Background: an optimization exercise with open tools, aiming at a short achievable clock period and few clock cycles per item. Do not read the settings as production practice.
Where RTL was checked, it was by simulation tests only, not by an equivalence proof against the original.

==> inputs of wip/harbor <==
Design exec_top, start of the top module:
module exec_top (
    input  logic        clk_i,
    input  logic        reset_i,
    input  logic        issue_valid_i,
    input  logic [3:0]  issue_tag_i,
    input  logic [1:0]  issue_fu_i,
    input  logic [2:0]  issue_op_i,
    input  logic [31:0] issue_vj_i,
    input  logic [31:0] issue_vk_i,
    output logic        issue_ready_o,
    output logic        cdb_valid_o,
    output logic [3:0]  cdb_tag_o,
    output logic [31:0] cdb_value_o,
    output logic        cdb_taken_o
);
    exec_pkg::issue_s issue;
    exec_pkg::cdb_s   cdb;
    assign issue.tag = issue_tag_i;
    assign issue.fu  = issue_fu_i;
    assign issue.op  = issue_op_i;
    assign issue.vj  = issue_vj_i;
    assign issue.vk  = issue_vk_i;
    exec_core core_inst (
        .clk_i(clk_i), .reset_i(reset_i),
        .issue_valid_i(issue_valid_i), .issue_i(issue), .issue_ready_o(issue_ready_o),
        .cdb_o(cdb)
    );
    assign cdb_valid_o = cdb.valid;
    assign cdb_tag_o   = cdb.tag;
    assign cdb_value_o = cdb.value;
    assign cdb_taken_o = cdb.taken;
endmodule
==> module ks_adder, before the edit <==
module ks_adder #(
    parameter int W = 32
) (
    input  logic [W-1:0] a_i,
    input  logic [W-1:0] b_i,
    input  logic         cin_i,
    output logic [W-1:0] sum_o,
    output logic         cout_o
);
    localparam int LV = (W < 2) ? 1 : (W < 4) ? 2 : (W < 8) ? 3 : (W < 16) ? 4 :
                        (W < 32) ? 5 : (W < 64) ? 6 : 7;  
    logic [LV:0][W:0] g, p;
    always_comb begin
        g[0][0] = cin_i;
        p[0][0] = 1'b0;
        for (int i = 0; i < W; i++) begin
            g[0][i+1] = a_i[i] & b_i[i];
            p[0][i+1] = a_i[i] ^ b_i[i];
        end
        for (int l = 0; l < LV; l++) begin
            for (int i = 0; i <= W; i++) begin
                if (i >= (1 << l)) begin
                    g[l+1][i] = g[l][i] | (p[l][i] & g[l][i - (1 << l)]);
                    p[l+1][i] = p[l][i] & p[l][i - (1 << l)];
                end else begin
                    g[l+1][i] = g[l][i];
                    p[l+1][i] = p[l][i];
                end
            end
        end
        for (int i = 0; i < W; i++) sum_o[i] = p[0][i+1] ^ g[LV][i];
        cout_o = g[LV][W];
    end
endmodule
make LEC_CHECK=0 ABC_CLOCK_PERIOD_IN_PS=2000 CAP_MARGIN=20 CORE_MARGIN=2 CORE_UTILIZATION=40 SETUP_SLACK_MARGIN=3.2 SLEW_MARGIN=20 finish   # period 5.5 ns
run.sh (not shown) runs the stock make flow with config.mk's settings and CLKGATE_MAP_FILE= SYNTH_SCRIPT=/design/flow/synth_recipe.tcl, a recipe that flattens the netlist after the stock synthesis.
==> inputs of wip/sierra, as changes to wip/harbor <==
--- a/flow/design.v
+++ b/flow/design.v
@@ -76,68 +76,23 @@
     end
     assign issue_ready_o = ready_q;
 endmodule
 `default_nettype wire
 `default_nettype none
-module ks_adder #(
-    parameter int W = 32
-) (
-    input  logic [W-1:0] a_i,
-    input  logic [W-1:0] b_i,
-    input  logic         cin_i,
-    output logic [W-1:0] sum_o,
-    output logic         cout_o
-);
-    localparam int LV = (W < 2) ? 1 : (W < 4) ? 2 : (W < 8) ? 3 : (W < 16) ? 4 :
-                        (W < 32) ? 5 : (W < 64) ? 6 : 7;  
-    logic [LV:0][W:0] g, p;
-    always_comb begin
-        g[0][0] = cin_i;
-        p[0][0] = 1'b0;
-        for (int i = 0; i < W; i++) begin
-            g[0][i+1] = a_i[i] & b_i[i];
-            p[0][i+1] = a_i[i] ^ b_i[i];
-        end
-        for (int l = 0; l < LV; l++) begin
-            for (int i = 0; i <= W; i++) begin
-                if (i >= (1 << l)) begin
-                    g[l+1][i] = g[l][i] | (p[l][i] & g[l][i - (1 << l)]);
-                    p[l+1][i] = p[l][i] & p[l][i - (1 << l)];
-                end else begin
-                    g[l+1][i] = g[l][i];
-                    p[l+1][i] = p[l][i];
-                end
-            end
-        end
-        for (int i = 0; i < W; i++) sum_o[i] = p[0][i+1] ^ g[LV][i];
-        cout_o = g[LV][W];
-    end
-endmodule
 module alu_unit (
     input  logic [2:0]  op_i,
     input  logic [31:0] a_i,
     input  logic [31:0] b_i,
     output logic [31:0] value_o,
-    output logic        taken_o,
-    output logic        mag_lt_o   
+    output logic        taken_o
 );
     logic [31:0] sum, dif;
-    logic        cs, cd, eq, lt;
-    ks_adder #(.W(32)) add_inst (.a_i(a_i), .b_i(b_i), .cin_i(1'b0), .sum_o(sum), .cout_o(cs));
-    ks_adder #(.W(32)) sub_inst (.a_i(a_i), .b_i(~b_i), .cin_i(1'b1), .sum_o(dif), .cout_o(cd));
-    assign eq = (a_i == b_i);
-    assign lt = a_i[31] ^ ~b_i[31] ^ cd;  
-    logic zs;
-    assign zs = &((a_i ^ b_i) ~^ {a_i[30:0] | b_i[30:0], 1'b0});
-    always_comb begin
-        case ({a_i[31], b_i[31]})
-            2'b00:   mag_lt_o = lt;
-            2'b11:   mag_lt_o = ~lt & ~eq;
-            2'b01:   mag_lt_o = sum[31];
-            default: mag_lt_o = ~sum[31] & ~zs;
-        endcase
-    end
+    logic        eq, lt;
+    assign sum = a_i + b_i;  
+    assign dif = a_i - b_i;
+    assign eq  = (a_i == b_i);
+    assign lt  = ($signed(a_i) < $signed(b_i));
     always_comb begin
         value_o = '0;  
         taken_o = 1'b0;
         case (op_i)
             3'd0:    value_o = sum;
@@ -154,12 +109,11 @@
 `default_nettype none
 module booth_mult (
     input  logic        clk_i,
     input  logic [31:0] a_i,     
     input  logic [31:0] b_i,     
-    output logic [31:0] lo_o,    
-    output logic [31:0] hi_o     
+    output logic [63:0] prod_o   
 );
     function automatic logic [127:0] csa(input logic [63:0] x, input logic [63:0] y,
                                          input logic [63:0] z);
         logic [63:0] s, c;
         s = x ^ y ^ z;
@@ -170,12 +124,10 @@
     logic [63:0]       ae, mag, nb;
     logic [15:0]       neg, one, two;
     logic [16:0][63:0] pp;
     logic [11:0][63:0] l1;
     logic [7:0][63:0]  l2;
-    logic [5:0][63:0]  l3;
-    logic [3:0][63:0]  l4;
     assign bx = {b_i, 1'b0};
     assign ae = {{32{a_i[31]}}, a_i};
     always_comb begin
         nb = '0;
         for (int i = 0; i < 16; i++) begin
@@ -189,41 +141,39 @@
         pp[16] = nb;  
         for (int g = 0; g < 5; g++) {l1[2*g+1], l1[2*g]} = csa(pp[3*g], pp[3*g+1], pp[3*g+2]);
         l1[10] = pp[15];
         l1[11] = pp[16];
         for (int g = 0; g < 4; g++) {l2[2*g+1], l2[2*g]} = csa(l1[3*g], l1[3*g+1], l1[3*g+2]);
-        for (int g = 0; g < 2; g++) {l3[2*g+1], l3[2*g]} = csa(l2[3*g], l2[3*g+1], l2[3*g+2]);
-        l3[4] = l2[6];
-        l3[5] = l2[7];
     end
-    logic [5:0][63:0] r1_q;
-    always_ff @(posedge clk_i) r1_q <= l3;
+    logic [7:0][63:0] r1_q;
+    always_ff @(posedge clk_i) r1_q <= l2;
+    logic [5:0][63:0] l3;
+    logic [3:0][63:0] l4;
     logic [2:0][63:0] l5;
     logic [1:0][63:0] l6;
     always_comb begin
-        for (int g = 0; g < 2; g++) {l4[2*g+1], l4[2*g]} = csa(r1_q[3*g], r1_q[3*g+1], r1_q[3*g+2]);
+        for (int g = 0; g < 2; g++) {l3[2*g+1], l3[2*g]} = csa(r1_q[3*g], r1_q[3*g+1], r1_q[3*g+2]);
+        l3[4] = r1_q[6];
+        l3[5] = r1_q[7];
+        for (int g = 0; g < 2; g++) {l4[2*g+1], l4[2*g]} = csa(l3[3*g], l3[3*g+1], l3[3*g+2]);
         {l5[1], l5[0]} = csa(l4[0], l4[1], l4[2]);
         l5[2] = l4[3];
         {l6[1], l6[0]} = csa(l5[0], l5[1], l5[2]);
     end
-    assign lo_o = l6[0][31:0] + l6[1][31:0];
     logic [1:0][63:0] r2_q;
     always_ff @(posedge clk_i) r2_q <= l6;
-    logic [63:0] prod;
-    assign prod = r2_q[0] + r2_q[1];
-    assign hi_o = prod[63:32];
+    assign prod_o = r2_q[0] + r2_q[1];
 endmodule
 `default_nettype wire
 `default_nettype none
 module nrd_div (
     input  logic        clk_i,
     input  logic        reset_i,
     input  logic [2:0]  op_i,      
     input  logic [31:0] a_i,       
     input  logic [31:0] b_i,       
     input  logic        start_i,   
-    input  logic        mag_lt_i,  
     output logic        triv_o,    
     output logic [31:0] triv_val_o,
     output logic        fix_o,     
     output logic [31:0] value_o
 );
@@ -231,19 +181,31 @@
         logic [4:0] n;
         n = 5'd31;
         for (int i = 0; i < 32; i++) if (x[i]) n = 5'(31 - i);
         lzc32 = n;
     endfunction
-    logic               sa, sb, bzero, rem;
+    logic               sa, sb, bzero, mag_lt, rem;
+    logic signed [33:0] ae, be, sab;
     logic [31:0]        ma, mb;
     assign sa    = a_i[31];
     assign sb    = b_i[31];
+    assign ae    = {{2{a_i[31]}}, a_i};
+    assign be    = {{2{b_i[31]}}, b_i};
+    assign sab   = ae + be;
     assign ma    = sa ? -a_i : a_i;
     assign mb    = sb ? -b_i : b_i;
     assign bzero = (b_i == '0);
     assign rem   = (op_i == 3'd1);
-    assign triv_o     = bzero | mag_lt_i;
+    always_comb begin
+        case ({sa, sb})
+            2'b00:   mag_lt = (ae < be);
+            2'b11:   mag_lt = (be < ae);
+            2'b01:   mag_lt = (sab < 0);
+            default: mag_lt = (sab > 0);
+        endcase
+    end
+    assign triv_o     = bzero | mag_lt;
     assign triv_val_o = rem ? a_i : {32{bzero}};  
     logic [31:0] ma_q, mb_q;
     logic [4:0]  lza_q, lzb_q;
     logic        negq1_q, negr1_q, rem1_q;
     always_ff @(posedge clk_i) begin
@@ -321,23 +283,20 @@
     assign value_o = rem_q ? (negr_q ? -r_q : r_q) : (negq_q ? -q_q : q_q);
 endmodule
 `default_nettype wire
 `default_nettype none
 module cdb_arbiter (
-    input  logic        mul_lo_done_i,
-    input  logic [31:0] mul_lo_i,
-    input  logic        mul_hi_done_i,
-    input  logic [31:0] mul_hi_i,
+    input  logic        mul_done_i,
+    input  logic        mul_hi_i,
+    input  logic [63:0] prod_i,
     input  logic        div_done_i,
     input  logic [31:0] div_value_i,
     output logic        done_o,
     output logic [31:0] value_o
 );
-    assign done_o  = mul_lo_done_i | mul_hi_done_i | div_done_i;
-    assign value_o = ({32{mul_lo_done_i}} & mul_lo_i)
-                   | ({32{mul_hi_done_i}} & mul_hi_i)
-                   | ({32{div_done_i}}    & div_value_i);
+    assign done_o  = mul_done_i | div_done_i;
+    assign value_o = mul_done_i ? (mul_hi_i ? prod_i[63:32] : prod_i[31:0]) : div_value_i;
 endmodule
 `default_nettype wire
 `default_nettype none
 module exec_core (
     input  logic             clk_i,
@@ -346,45 +305,46 @@
     input  exec_pkg::issue_s issue_i,
     output logic             issue_ready_o,
     output exec_pkg::cdb_s   cdb_o
 );
     logic [31:0] alu_value;
-    logic        alu_taken, mag_lt;
+    logic        alu_taken;
     alu_unit alu_inst (
         .op_i(issue_i.op), .a_i(issue_i.vj), .b_i(issue_i.vk),
-        .value_o(alu_value), .taken_o(alu_taken), .mag_lt_o(mag_lt)
+        .value_o(alu_value), .taken_o(alu_taken)
     );
-    logic [31:0] mul_lo, mul_hi;
+    logic [63:0] prod;
     booth_mult mul_inst (
-        .clk_i(clk_i), .a_i(issue_i.vj), .b_i(issue_i.vk), .lo_o(mul_lo), .hi_o(mul_hi)
+        .clk_i(clk_i), .a_i(issue_i.vj), .b_i(issue_i.vk), .prod_o(prod)
     );
     logic        mul_start, div_start;
     logic        m1_q, m2_q;  
-    logic        mhi_q;       
+    logic        mhi1_q, mhi2_q;
     always_ff @(posedge clk_i or posedge reset_i) begin
         if (reset_i) begin
             m1_q <= 1'b0;
             m2_q <= 1'b0;
         end else begin
             m1_q <= mul_start;
-            m2_q <= m1_q & mhi_q;
+            m2_q <= m1_q;
         end
     end
     always_ff @(posedge clk_i) begin
-        if (!m1_q) mhi_q <= (issue_i.op == 3'd1);  
+        mhi1_q <= (issue_i.op == 3'd1);  
+        mhi2_q <= mhi1_q;
     end
     logic        div_triv, div_fix;
     logic [31:0] div_triv_val, div_value;
     nrd_div div_inst (
         .clk_i(clk_i), .reset_i(reset_i), .op_i(issue_i.op), .a_i(issue_i.vj), .b_i(issue_i.vk),
-        .start_i(div_start), .mag_lt_i(mag_lt), .triv_o(div_triv), .triv_val_o(div_triv_val),
+        .start_i(div_start), .triv_o(div_triv), .triv_val_o(div_triv_val),
         .fix_o(div_fix), .value_o(div_value)
     );
     logic        unit_done;
     logic [31:0] unit_value;
     cdb_arbiter arb_inst (
-        .mul_lo_done_i(m1_q & ~mhi_q), .mul_lo_i(mul_lo), .mul_hi_done_i(m2_q), .mul_hi_i(mul_hi),
+        .mul_done_i(m2_q), .mul_hi_i(mhi2_q), .prod_i(prod),
         .div_done_i(div_fix), .div_value_i(div_value),
         .done_o(unit_done), .value_o(unit_value)
     );
     fu_dispatch dispatch_inst (
         .clk_i(clk_i), .reset_i(reset_i),
==> inputs of wip/amber, as changes to wip/harbor <==
--- a/flow/design.v
+++ b/flow/design.v
@@ -85,12 +85,11 @@
     input  logic [W-1:0] b_i,
     input  logic         cin_i,
     output logic [W-1:0] sum_o,
     output logic         cout_o
 );
-    localparam int LV = (W < 2) ? 1 : (W < 4) ? 2 : (W < 8) ? 3 : (W < 16) ? 4 :
-                        (W < 32) ? 5 : (W < 64) ? 6 : 7;  
+    localparam int LV = $clog2(W + 1);
     logic [LV:0][W:0] g, p;
     always_comb begin
         g[0][0] = cin_i;
         p[0][0] = 1'b0;
         for (int i = 0; i < W; i++) begin
==> notes <==
wip/harbor passed the timing, design-rule and antenna checks. wip/amber completed without violations. wip/sierra went through all stages and came out clean.
Against wip/sierra, the synthesized cell count of wip/amber is lower by about 0.6%.
Between wip/sierra and wip/amber, the lower sequential share of layout area is in wip/amber (gap 1.3 points).
Cell count is the same in wip/amber and wip/harbor.
First-iteration DRC count is the same in wip/harbor and wip/amber.
In routed wire length, wip/amber and wip/harbor do not differ.
Testbench counts of wip/harbor, summed over its fixed seeds: cycles 3,945, items 2,400.
Only the layout flow was run in wip/sierra and wip/amber; the RTL was not checked for function there.

========
==> 09-04: inputs <==
Another version of the RTL of exec_top (not shown whole).
// exec_top
module exec_top (
    input  logic        clk_i,
    input  logic        reset_i,
    input  logic        issue_valid_i,
    input  logic [3:0]  issue_tag_i,
    input  logic [1:0]  issue_fu_i,
    input  logic [2:0]  issue_op_i,
    input  logic [31:0] issue_vj_i,
    input  logic [31:0] issue_vk_i,
    output logic        issue_ready_o,
    output logic        cdb_valid_o,
    output logic [3:0]  cdb_tag_o,
    output logic [31:0] cdb_value_o,
    output logic        cdb_taken_o
);
make LEC_CHECK=0 ABC_CLOCK_PERIOD_IN_PS=2000 CAP_MARGIN=20 CORE_MARGIN=2 CORE_UTILIZATION=40 PLACE_DENSITY=0.75 SETUP_SLACK_MARGIN=3.2 SLEW_MARGIN=20 finish   # period 5.5 ns
==> inputs of 09-02, as changes to 09-04 <==
PLACE_DENSITY = default   (was 0.75)
==> notes <==
09-04 died in global routing (5_1_grt), error GRT-0232. 09-02 ran to the end with no violations.
In synthesized cell count, 09-02 and 09-04 do not differ.
Synthesized area is the same in 09-02 and 09-04.
==> figures <==
Number of sinks on the clock net: 09-04 850; 09-02 850
TritonCTS buffer count: 09-04 103; 09-02 105
Post-synthesis instance total: 09-04 11730; 09-02 11730
Buffers inserted by post-CTS timing repair: 09-04 1087; 09-02 1100
Cell total after placement: 09-04 14440; 09-02 14485
Height of the chip: 09-04 478 um; 09-02 478 um
Synth Cell Area: 09-04 89900 um^2; 09-02 89900 um^2
Worst setup timing slack at the placement stage: 09-04 0.0343 ns; 09-02 0.204 ns
Final HPWL from detailed placement: 09-04 311000 um; 09-02 347000 um
Result of the run: 09-04 stopped before the end; 09-02 finished clean
Last stage reached: 09-04 global routing (5_1_grt); 09-02 -
Post-CTS sizing: 09-04 3058; 09-02 3136
Leading cell type by number of instances after synthesis: 09-04 sky130_fd_sc_hd__xnor2_1; 09-02 sky130_fd_sc_hd__xnor2_1
Clock Tree Root: 09-04 sky130_fd_sc_hd__clkbuf_16; 09-02 sky130_fd_sc_hd__clkbuf_16
Std cell rows: 09-04 174; 09-02 174
Multiplexer area fraction after synthesis: 09-04 1.97%; 09-02 1.97%
Routability-driven placement congestion ratio: 09-04 1.06; 09-02 1.08
Standard cell area after detailed placement: 09-04 99400 um^2; 09-02 99900 um^2
Count of buffers from port buffering: 09-04 114; 09-02 114
Testbench counts of 09-04, summed over its fixed seeds: cycles 3,566, items 2,400.
Testbench counts of 09-02, summed over its fixed seeds: cycles 3,566, items 2,400.

separate check: timing with driven ports:
The results above use ideal ports. As a check the final layouts listed here were re-extracted and re-timed, cells and wires unchanged.
Step 1 assumes that a clkbuf_16 drives the clock port and a buf_2 every other input.
Step 2, shift: input delay + t, output delay - t, t = (earliest + latest rising clock arrival at the registers) / 2. This alone moves slack from input paths to output paths.
Three values: no drivers, after step 1, after step 2; two values: the first two.
run | shift t [ns] | setup WS [ns] | latest minus earliest clock arrival (ns) | worst data-port slew with drivers (ns)
wip/harbor | 0.794 | 1.347 / 1.347 / 0.871 | 0.052 / 0.052 | 0.27
wip/sierra | 0.802 | 1.703 / 1.755 / 0.953 | 0.044 / 0.045 | 0.22
wip/amber | 0.794 | 1.347 / 1.347 / 0.871 | 0.052 / 0.052 | 0.27
09-02 | 0.925 | 1.700 / 1.700 / 0.818 | 0.064 / 0.064 | 0.30
After both steps every run listed still meets setup and hold. For 09-02, which loses most, drivers alone change the setup slack by 0.000 ns; drivers and shift together by -0.882 ns.
